From an optimization exercise on the open Yosys and OpenROAD flow, aimed at small area, a short achievable clock period and few clock cycles; shortcuts taken in it are not production practice. In this exercise RTL edits were held to simulation tests only and were not proved equivalent to the original.

<file path="design/flow/flow/run.sh">
#!/bin/bash
set -euo pipefail
MARGIN="${MARGIN:-6.5}"
bash standard.sh SETUP_SLACK_MARGIN="$MARGIN" finish > standard.log 2>&1
</file>
<file path="design/flow/config.mk">
export PLATFORM = sky130hd
export DESIGN_NAME = sudoku_solver
export DESIGN_NICKNAME = sudoku_solver
export VERILOG_FILES = /design/flow/design.v
export SDC_FILE = /design/flow/constraint.sdc
export NUM_CORES = 4
export LEC_CHECK = 0
export CAP_MARGIN = 40
export CORE_MARGIN = 2
export CORE_UTILIZATION = 30
export PLACE_DENSITY = 0.5
export SETUP_SLACK_MARGIN = 5
export SLEW_MARGIN = 40
export SYNTH_HIERARCHICAL = 1
export SYNTH_MINIMUM_KEEP_SIZE = 0
</file>
<file path="design/flow/constraint.sdc">
create_clock -name core_clock -period 10.0 [get_ports {clk}]
set_input_delay 2.0000 -clock core_clock [delete_from_list [all_inputs] [get_ports {clk}]]
set_output_delay 2.0000 -clock core_clock [all_outputs]
set_load 0.01 [all_outputs]
</file>
<file path="design/flow/design.v">
`timescale 1ns/100ps
module cell_update (
  input  logic       ld,       
  input  logic [8:0] ld_v,
  input  logic       me,       
  input  logic [8:0] v,
  input  logic [8:0] rb_u,     
  input  logic [8:0] col_u,    
  output logic [8:0] d
);
  assign d = ld ? ld_v : (v & ~({9{me}} & (rb_u | col_u)));
endmodule
`timescale 1ns/100ps
module row_sweep_enable (
  input  logic        go,        
  input  logic        solving,
  input  logic [80:0] zero,      
  output logic        en
);
  assign en = go | (solving & ~(|zero));
endmodule
`timescale 1ns/100ps
module unit_masks (
  input  logic [728:0] grid,    
  input  logic [80:0]  multi,   
  output logic [242:0] rb_u,    
  output logic [80:0]  col_u    
);
  logic [728:0] smask;          
  logic [8:0] tri_u [0:26];
  logic [8:0] row_u [0:8];
  logic [8:0] box_u [0:8];
  genvar gu;
  generate
    for (gu = 0; gu < 81; gu = gu + 1) begin : g_cell
      assign smask[gu*9 +: 9] = multi[gu] ? 9'd0 : grid[gu*9 +: 9];
    end
    for (gu = 0; gu < 27; gu = gu + 1) begin : g_third
      assign tri_u[gu] = smask[(gu / 3)*81 + (gu % 3)*27 +: 9] | smask[(gu / 3)*81 + (gu % 3)*27 + 9 +: 9] |
                         smask[(gu / 3)*81 + (gu % 3)*27 + 18 +: 9];
    end
    for (gu = 0; gu < 9; gu = gu + 1) begin : g_unit
      assign row_u[gu] = tri_u[gu*3] | tri_u[gu*3 + 1] | tri_u[gu*3 + 2];
      assign box_u[gu] = tri_u[(gu/3)*9 + gu%3] | tri_u[(gu/3)*9 + 3 + gu%3] |
                         tri_u[(gu/3)*9 + 6 + gu%3];
      assign col_u[gu*9 +: 9] = smask[0 + gu*9 +: 9] | smask[81 + gu*9 +: 9] | smask[162 + gu*9 +: 9] |
                         smask[243 + gu*9 +: 9] | smask[324 + gu*9 +: 9] | smask[405 + gu*9 +: 9] |
                         smask[486 + gu*9 +: 9] | smask[567 + gu*9 +: 9] | smask[648 + gu*9 +: 9];
    end
    for (gu = 0; gu < 27; gu = gu + 1) begin : g_rb
      assign rb_u[gu*9 +: 9] = row_u[gu / 3] | box_u[(gu / 9)*3 + gu % 3];
    end
  endgenerate
endmodule
`timescale 1ns/100ps
module cell_class (
  input  logic [8:0] v,
  output logic       multi,    
  output logic       zero      
);
  logic a0, a1, a2, t0, t1, t2;
  assign a0    = |v[2:0];
  assign a1    = |v[5:3];
  assign a2    = |v[8:6];
  assign t0    = (v[0] & v[1]) | (v[0] & v[2]) | (v[1] & v[2]);
  assign t1    = (v[3] & v[4]) | (v[3] & v[5]) | (v[4] & v[5]);
  assign t2    = (v[6] & v[7]) | (v[6] & v[8]) | (v[7] & v[8]);
  assign multi = t0 | t1 | t2 | (a0 & a1) | (a0 & a2) | (a1 & a2);
  assign zero  = ~(a0 | a1 | a2);
endmodule
`timescale 1ns/100ps
module sudoku_solver (
  input  logic        clk,
  input  logic        reset,
  input  logic        load_en_i,
  input  logic [3:0]  load_idx_i,
  input  logic [2:0]  load_third_en_i,   
  input  logic [80:0] load_row_i,
  input  logic        start_i,
  input  logic        abort_i,
  input  logic        credit_return_i,
  output logic        busy_o,
  output logic        solved_o,
  output logic        stuck_o,
  output logic        stream_valid_o,
  output logic [3:0]  stream_idx_o,
  output logic [80:0] stream_row_o
);
  logic [80:0] grid [0:8];
  logic        solving;        
  logic        streaming;      
  logic [1:0]  credits;
  logic        valid_q;        
  logic [3:0]  idx;            
  logic [8:0]  sel;            
  logic [8:0]  sel_next;       
  logic [80:0] multi_q;        
  logic [80:0] out_row;
  logic [80:0] multi;          
  logic [80:0] zero;           
  logic [728:0] grid_flat;
  logic [242:0] rb_u;          
  logic [80:0]  col_u;         
  logic [80:0] grid_d [0:8];
  logic [26:0] ld;             
  logic        all_settled;
  logic        emptied;
  logic        settling;
  logic [8:0]  row_en;         
  logic        finish;
  logic        idle;
  genvar gi, gu;
  generate
    for (gi = 0; gi < 81; gi = gi + 1) begin : g_cell
      cell_class u_class (
        .v(grid[gi / 9][(gi % 9)*9 +: 9]), .multi(multi[gi]), .zero(zero[gi])
      );
      cell_update u_upd (
        .ld(ld[(gi / 9)*3 + (gi % 9)/3]), .ld_v(load_row_i[(gi % 9)*9 +: 9]),
        .me(multi[gi] & row_en[gi / 9]), .v(grid[gi / 9][(gi % 9)*9 +: 9]),
        .rb_u(rb_u[((gi / 9)*3 + (gi % 9)/3)*9 +: 9]), .col_u(col_u[(gi % 9)*9 +: 9]),
        .d(grid_d[gi / 9][(gi % 9)*9 +: 9])
      );
    end
    for (gu = 0; gu < 9; gu = gu + 1) begin : g_en
      row_sweep_enable u_en (.go(idle & start_i), .solving(solving), .zero(zero), .en(row_en[gu]));
    end
    for (gu = 0; gu < 27; gu = gu + 1) begin : g_ld
      assign ld[gu] = load_en_i & idle & (load_idx_i == gu / 3) & load_third_en_i[gu % 3];
    end
  endgenerate
  always_comb begin
    for (int r = 0; r < 9; r++) grid_flat[r*81 +: 81] = grid[r];
  end
  unit_masks u_units (.grid(grid_flat), .multi(multi), .rb_u(rb_u), .col_u(col_u));
  assign all_settled = ~(|multi) & ~(|zero);
  assign emptied     = |zero;
  assign settling    = |(multi_q & ~multi);
  always_ff @(posedge clk) begin
    multi_q <= multi;
  end
  logic       done;            
  logic       streaming_d;
  logic [1:0] credits_d;
  logic       valid_d;
  assign idle     = ~solving & ~streaming;
  assign finish   = all_settled | emptied | ~settling;
  assign done     = solving & ~abort_i & finish;
  assign streaming_d = done | (streaming & ~(valid_q & (idx == 4'd8)));
  assign credits_d   = credits - {1'b0, valid_q} + {1'b0, credit_return_i};
  assign valid_d     = streaming_d & (credits_d != 2'd0);
  assign busy_o         = solving | streaming;
  assign stream_valid_o = valid_q;
  assign stream_idx_o   = idx;
  assign stream_row_o   = out_row;
  always_ff @(posedge clk) begin
    if (reset) begin
      solving   <= 1'b0;
      streaming <= 1'b0;
      credits   <= 2'd2;
      valid_q   <= 1'b0;
      idx       <= '0;
      sel       <= 9'd1;
      solved_o  <= 1'b0;
      stuck_o   <= 1'b0;
    end else begin
      solving   <= (idle & start_i) | (solving & ~abort_i & ~finish);
      streaming <= streaming_d;
      credits   <= credits_d;
      valid_q   <= valid_d;
      if (valid_q) idx <= (idx == 4'd8) ? 4'd0 : idx + 4'd1;
      sel       <= sel_next;
      if (idle & start_i) begin
        solved_o <= 1'b0;
        stuck_o  <= 1'b0;
      end else if (done) begin
        solved_o <= all_settled;
        stuck_o  <= ~all_settled;
      end
    end
  end
  assign sel_next = valid_q ? {sel[7:0], sel[8]} : sel;
  always_ff @(posedge clk) begin
    out_row <= '0;
    for (int r = 0; r < 9; r++)
      if (sel_next[r]) out_row <= grid[r];
  end
  always_ff @(posedge clk) begin
    for (int r = 0; r < 9; r++) grid[r] <= grid_d[r];
  end
endmodule
</file>
<file path="design/flow/standard.sh">
#!/bin/bash
# synth_recipe.tcl (not shown) runs the flow's synth.tcl, then flattens the netlist and writes it again
# the make line also repeats each setting of config.mk as NAME=value (left out here)
make -C /OpenROAD-flow-scripts/flow DESIGN_CONFIG=/design/flow/config.mk WORK_HOME=/design/flow/orfs CLKGATE_MAP_FILE= SYNTH_SCRIPT=/design/flow/synth_recipe.tcl "${@:-finish}"
</file>
==> summary.txt <==
## through the flow
step	cell area [um^2]
after global placement	68140
after global routing	78870
after detailed placement	68750
final	79360
after floorplan	61750
after CTS	76920
## modules after synthesis, one instance, submodules excluded
| module | cells inside | flip-flops and latches | times used |
|---|---|---|---|
| unit_masks | 1765 | 0 | 1 |
| sudoku_solver | 2230 | 911 | 1 |
| cell_class | 11 | 0 | 81 |
| row_sweep_enable | 28 | 0 | 9 |
| cell_update | 28 | 0 | 81 |
## synthesized netlist by cell type (all sizes together) (72+ instances only)
master	number
and2b	461
nand4	75
maj3	162
nor2	336
a211oi	83
a22o	730
nand2	155
and2	100
o21ai	1100
a21oi	201
a22oi	81
nor2b	806
inv	146
or3	329
nor3	337
nand3	198
o21a	81
nand2b	127
buf	155
dfxtp	911
a221oi	148
clkbuf	72
nor4	242
## timing repair
item                       CTS  global route
cloned                      14             6
pin swaps                   44            33
gates resized for setup    804           296
setup buffers              110            44
setup endpoints to repair  826           731
## worst max-delay path, cell delays in order, from the launching register on
cell      delay, ns
dfxtp_1        0.40
maj3_1         0.39
a211oi_1       0.33
o21ai_2        0.09
buf_4          0.25
nor2b_1        0.44
or3_1          0.59
nor2_1         0.11
nand2_1        0.63
o21ai_0        0.19
a22o_1         0.21
## state kept, by name, indices dropped and copies added, names as in the netlist
| register | flops |
|---|---|
| grid | 729 |
| multi_q | 81 |
| out_row | 81 |
| sel | 9 |
| idx | 4 |
| credits | 2 |
| solved_o | 1 |
| solving | 1 |
| streaming | 1 |
| stuck_o | 1 |
| valid_q | 1 |
## area by class of cell
class / count / share of cell area, %
clock buffers: 156 / 4.175
multi-input cells: 6132 / 57.72
flip-flops and latches: 911 / 23.20
well taps: 2688 / 4.238
repair buffers: 626 / 8.045
clock inverters: 62 / 1.023
diodes: 275 / 0.8671
inverters: 146 / 0.7284
## per-layer routing
metal  track usage (%)  vias to the layer above  part of all wire, %
met5             5.763                        -                 0.35
met4             46.50                       87                   11
met3             33.86                     2966                   17
met2             69.88                     9496                   37
met1             61.74                    39700                   36
li1                  -                    29800                    -
## kinds of logic (layout without fill, tap and decap cells)
kind of cell | after synthesis | count (layout) | share of synthesized area, %
AND/OR/NAND/NOR | 3288 | 3298 | 33.84
other | 0 | 275 | 0
adder cells (fa/ha/maj) | 166 | 166 | 2.711
flip-flops | 911 | 911 | 29.58
multiplexers | 15 | 15 | 0.3043
buffers and inverters | 373 | 990 | 3.074
XOR/XNOR | 5 | 5 | 0.07103
AO/OA/AOI/OAI | 2648 | 2648 | 30.43
## cells in the final DEF, fill, tap and decap left out, types with 192 or more instances in the layout
cell     instances
nor4_1         216
o21ai_0        862
buf_4          322
a22o_1         730
o21ai_1        192
nor2_1         314
and2b_1        460
a21oi_1        201
nor2b_1        743
dfxtp_1        792
diode_2        275
## worst max-delay path by stage
stage	from	to	slack [ns]	cells past startpoint
after CTS	grid[0][59]	grid[0][77]	6.24	10
after global placement	start_i	grid[3][42]	4.87	6
after detailed placement	load_idx_i[1]	grid[8][42]	4.93	7
after floorplan	load_en_i	grid[6][16]	6.48	7
final	grid[7][67]	grid[7][9]	6.17	10
after global routing	grid[6][76]	grid[6][79]	6.38	10
==> summary.txt <==
Global route
  • Largest net degree at the start of global routing: 83
  • Initial antenna violation count: 210
  • Total congestion overflow: 0
  • Gr usage total: 54.50%
  • Vias in the first global route: 69140
  • First-pass GRT wire length: 749.3 mm

Worst hold path
  • Min-delay src: stuck_o
  • Hold Crit Class: reg2reg
  • Worst Hold Path EP: stuck_o
  • Hold Crit Depth: 2

Clock network
  • # hold bufs at CTS: 0
  • CTS tree: done
  • Root Driver: clkbuf_16
  • Clock sink count: 911
  • Clk buf depth: 3
  • Skew-Pair Late Insertion Delay: 0.87 ns
  • Num CTS Buffers: 116
  • Clock transition at path regs: 0.07 ns
  • H-tree depth: 3

STA
  • Final setup fails: 0
  • Fin. max-slew vios: 0
  • Max-slew headroom: 27.75%
  • Final Hold Fails: 0
  • Clock Skew: 0.04064 ns
  • Post-route setup TNS: 0 ns
  • Unrepaired setup endpoints after global routing: true
  • Final WS setup: 6.175 ns
  • Worst Tran Pin Value: 1.081 ns
  • Hold_ws: 0.5047 ns
  • Final period util: 38.25%
  • Fmax: 0.2614 GHz
  • Period minus WS final: 3.825 ns

Yosys
  • Synth Warn #: 14
  • Synthesis-stage register bit count: 911
  • Mapped Area: 61660 um^2
  • Area leader, netlist: dfxtp_1
  • Syn avg cell area: 8.326 um^2
  • Yosys top cell area share: 29.58%
  • Syn_nets: 7504
  • Sequential fraction of the synthesis area: 29.58%
  • Synth area leaders: dfxtp_1, a22o_1, nor2b_1, o21ai_0, and2b_1
  • Yosys cell types: 71
  • EDFF count, synth: 0
  • Asr flop ratio synth: 0%
  • Post-Syn Instances: 7406
  • Synth Flop Type: dfxtp_1

Floorplanning
  • Core area: 204400 um^2
  • Die Ht: 457.4 um
  • Die Span X: 457.4 um
  • IO Count: 183
  • Die area: 209200 um^2
  • Starting Density: 30.17%
  • Std-Cell Rows: 166

Final layout
  • Finished Core Util: 38.83%
  • Register area: 18410 um^2
  • Fillcell total: 20810
  • Fin nets: 8031
  • Post-Layout Cell Count: 11000
  • Share of cells above drive strength 1: 23.69%
  • Multi-input gate area: 45810 um^2
  • Layout area overhead: 28.70%

Critical path
  • Crit path DAT: 4.56 ns
  • Reg2Reg Capture Point: grid[7][9]
  • Critical Path Sink Type: flop
  • FF-to-FF path depth: 10
  • Reg2reg start: grid[7][67]
  • R2r setup slk: 6.17 ns
  • Startpoint types: flop
  • Critical path class: reg2reg
  • CP max FO: 14
  • Worst Path Required: 10.73 ns

Route
  • DRT Wirelength: 600.6 mm
  • Drc violations: 0
  • Routed WL per cell: 54.62 um
  • TritonRoute pass-1 iters: 10
  • DRT iter0 DRCs: 15310
  • Routed Antenna Nets: 0
  • Via-to-Cell Ratio: 7.461
  • Via count: 82040

Place
  • PortBufs: 182
  • Dpl hpwl: 443.8 mm
  • Final GP Congestion: 1.166
  • Cells after DPL: 10330
  • DP Worst Slack: 4.929 ns

Outcome
  • Status: timing/DRC/antenna clean

Flow run
  • Max Cap Viol: 0
Testbench counts, summed over its fixed seeds: cycles 5,578.

-- re-timing with driven ports --
In the flow no input, the clock included, has a driving cell. The finished layout below was timed again as built, in two steps. Step 1, drivers: a clkbuf_16 drives clk and a buf_2 each remaining input, both assumed. Step 2 also shifts input and output timing later by t, the mid clock arrival at the registers, as if the neighbouring blocks saw the same clock. Slacks: ideal / step 1 / step 2; pairs: ideal / step 1.
t, ns: 0.945
slack for setup (ns): 6.175 / 6.175 / 5.506
worst register clock-pin slew, ns: 0.07 / 0.07
worst data-port slew with drivers (ns): 0.08
cell pins on the clock port's net: 1
After both steps setup and hold are still met in this run. The setup slack of this run moves by 0.000 ns with the drivers and by -0.669 ns with both steps.
